Context: an optimization exercise on an open-source flow, tuned for small area. The choices shown serve that exercise and are no tape-out recipe.
Function was checked by simulation only, so behaviour that the tests miss may differ from the original.

## old
==> flow/design.v (excerpt) <==
module cache_ctrl_fsm #(
  parameter int ADDR_W   = 32,
  parameter int INDEX_W  = 4,
  parameter int OFFSET_W = 4
) (
  input  logic                clk_i,
  input  logic                rst_i,
  input  logic                cpu_req_i,
  input  logic                cpu_we_i,
  input  logic [ADDR_W-1:0]   cpu_addr_i,
  output logic                cpu_ready_o,
  output logic                cpu_hit_o,
  output logic                busy_o,
  input  logic [1:0]          lru_way_i,
  output logic                lru_update_o,
  output logic [INDEX_W-1:0]  lru_set_o,
  output logic [1:0]          lru_access_way_o,
  output logic                mem_req_o,
  output logic                mem_we_o,
  output logic [ADDR_W-1:0]   mem_addr_o,
  input  logic                mem_ack_i,
  output logic                fill_pulse_o,
  output logic [15:0]         hit_count_o,
  output logic [15:0]         miss_count_o
);
For scale: roughly 4000 cells after synthesis, roughly 120 I/O pins, ~51000 um2 of cells after synthesis.
export LEC_CHECK = 0
export CAP_MARGIN = 20
export CORE_MARGIN = 2
export CORE_UTILIZATION = 70
export CTS_CLUSTER_DIAMETER = 70
export CTS_CLUSTER_SIZE = 28
export PLACE_DENSITY = 0.85
export SLEW_MARGIN = 20
export SYNTH_HIERARCHICAL = 1
create_clock -name core_clock -period 8.0 [get_ports {clk_i}]
run.sh (not shown) runs the stock make flow with config.mk's settings and CLKGATE_MAP_FILE= SYNTH_SCRIPT=/design/flow/synth_recipe.tcl, a recipe that flattens the netlist after the stock synthesis.
--- input diff old..new ---
diff --git a/flow/design.v b/flow/design.v
--- a/flow/design.v
+++ b/flow/design.v
@@ -35,13 +35,12 @@
   localparam logic [2:0] S_RDYH = 3'b101;
   logic [2:0]         state_q;
   logic [3:0]         rot_q;
   logic [TAG_W-1:0]   tag_q   [4][SETS];   
   logic [SETS-1:0]    dirty_q [4];         
   logic [2:0]         vcnt_q  [SETS];      
-  logic               vinc_q;
   logic               we_q;
   logic [TAG_W-1:0]   req_tag_q;
   logic [INDEX_W-1:0] idx_q;
   logic [1:0]         way_q;
   logic               st_idle, st_cmp, st_wb, st_rf, st_fill, st_rdym, st_rdyh;
   assign st_idle = (state_q == S_IDLE);
@@ -93,37 +92,28 @@
   always_ff @(posedge clk_i) begin
     eq_q  <= eq_s;
     drd_q <= drd_s;
   end
   assign eqe_s  = odd_s ? eq_q : eq_s;
   assign drde_s = odd_s ? drd_q : drd_s;
-  logic [2:0]          vrd_s, vrd_q;
-  logic [SETS/2*3-1:0] vdin_s;
-  always_comb begin
-    for (int k = 0; k < SETS/2; k++) vdin_s[k*3 +: 3] = vcnt_q[2*k];
-  end
-  cache_ctrl_fsm_rdmux #(.N(SETS/2), .W(3)) u_vrd (
-    .sel_i(rsel_s), .d_i(vdin_s), .q_o(vrd_s)
-  );
-  always_ff @(posedge clk_i) vrd_q <= vrd_s;
   logic [2:0]         vc_s;
   logic [3:0]         valid_s, match_s;
   logic               hit_s, allv_s, victim_dirty_s;
   logic [1:0]         hit_way_s, inv_way_s, victim_way_s;
-  assign vc_s = odd_s ? vrd_q : vrd_s;
+  assign vc_s = vcnt_q[idx_q];
   assign valid_s = {vc_s[2] & ~vc_s[0], vc_s[2], vc_s[1], vc_s[1] | vc_s[0]};
   assign allv_s  = vc_s[2] & ~vc_s[0];
   assign inv_way_s = {vc_s[1], vc_s[0] & (vc_s[2] | ~vc_s[1])};
   assign match_s = valid_s & eqe_s;
   assign hit_s = |match_s;
   assign hit_way_s = {match_s[3] | match_s[2], match_s[3] | match_s[1]};
   assign victim_way_s = allv_s ? lru_way_i : inv_way_s;
   assign victim_dirty_s = allv_s & drde_s[lru_way_i];
   logic [1:0]         cway_s;
   logic [TAG_W-1:0]   rdw_s, wbtag_q;
-  assign cway_s = st_cmp ? lru_way_i : way_q;
+  assign cway_s = st_cmp ? victim_way_s : way_q;
   assign rdw_s  = rd_s[cway_s];
   always_ff @(posedge clk_i) wbtag_q <= rdw_s;
   always_ff @(posedge clk_i) begin
     if (rst_i) begin
       state_q <= S_IDLE;
     end else begin
@@ -153,25 +143,17 @@
       way_q <= 2'd0;
     end else begin
       if (st_idle && cpu_req_i) idx_q <= cpu_addr_i[OFFSET_W +: INDEX_W];
       if (st_cmp) way_q <= hit_s ? hit_way_s : victim_way_s;
     end
   end
-  logic [2:0] vnew_s;
-  logic       vwr_s;
-  always_ff @(posedge clk_i) if (st_cmp) vinc_q <= ~hit_s & ~allv_s;
-  assign vwr_s  = (st_rf | st_fill | st_rdym) & vinc_q;
-  assign vnew_s = {way_q[1], way_q[1] | way_q[0], ~(way_q[1] & way_q[0])};
-  always_ff @(posedge clk_i) begin
-    for (int j = 0; j < SETS; j++) begin
-      if (j % 2 == 1)
-        vcnt_q[j] <= ~vcnt_q[j - 1] | {3{rst_i}};
-      else if (vwr_s && nsel_s[j])
-        vcnt_q[j] <= vnew_s & {3{~rst_i}};
-      else
-        vcnt_q[j] <= ~vcnt_q[(j + SETS - 1) % SETS] & {3{~rst_i}};
+  always_ff @(posedge clk_i) begin
+    for (int s = 0; s < SETS; s++) begin
+      if (rst_i) vcnt_q[s] <= 3'b000;
+      else if (st_rf && mem_ack_i && idx_q == 4'(s))
+        vcnt_q[s] <= {vcnt_q[s][1], vcnt_q[s][1] | vcnt_q[s][0], ~vcnt_q[s][2]};
     end
   end
   logic tag_wr_s, dirty_wr_s;
   assign tag_wr_s = ~(st_cmp | st_wb);
   assign dirty_wr_s = st_rf | st_fill | st_rdym | ((st_rdyh | st_idle) & we_q);
   always_ff @(posedge clk_i) begin
[summary]
- Vias: new fewer than old
- new vs old: setup slack up in new
- [compare] base=old new=new: non-clock buffer count lost 29%, number of design-rule violations left by the first detailed-router iteration now smaller, final standard cell area without fillers went up 0.36%.

==> separate check: timing with driven ports <==
The results above use ideal ports. As a check the final layouts listed here were re-extracted and re-timed, cells and wires unchanged.
Step 1: set_driving_cell puts a clkbuf_16 on clk_i and a buf_2 on each other input, an assumption about the parent block.
Step 2 times the ports against the registers' clock, not the clock port: input delays grow and output delays shrink by t, the midpoint of the rising clock arrivals with the driver on.
Slacks: no drivers / after step 1 / after step 2; pairs: no drivers / after step 1.
run | t, ns | slack for setup (ns) | worst setup path after step 2 | worst data-port slew with drivers (ns)
old | 0.722 | 0.278 / 0.252 / 0.252 | input to output | 0.15
new | 0.711 | 0.439 / 0.405 / 0.405 | input to output | 0.13
After both steps every run listed still meets setup and hold. The setup slack of new, which loses most, moves by -0.034 ns with the drivers and by -0.034 ns with both steps.
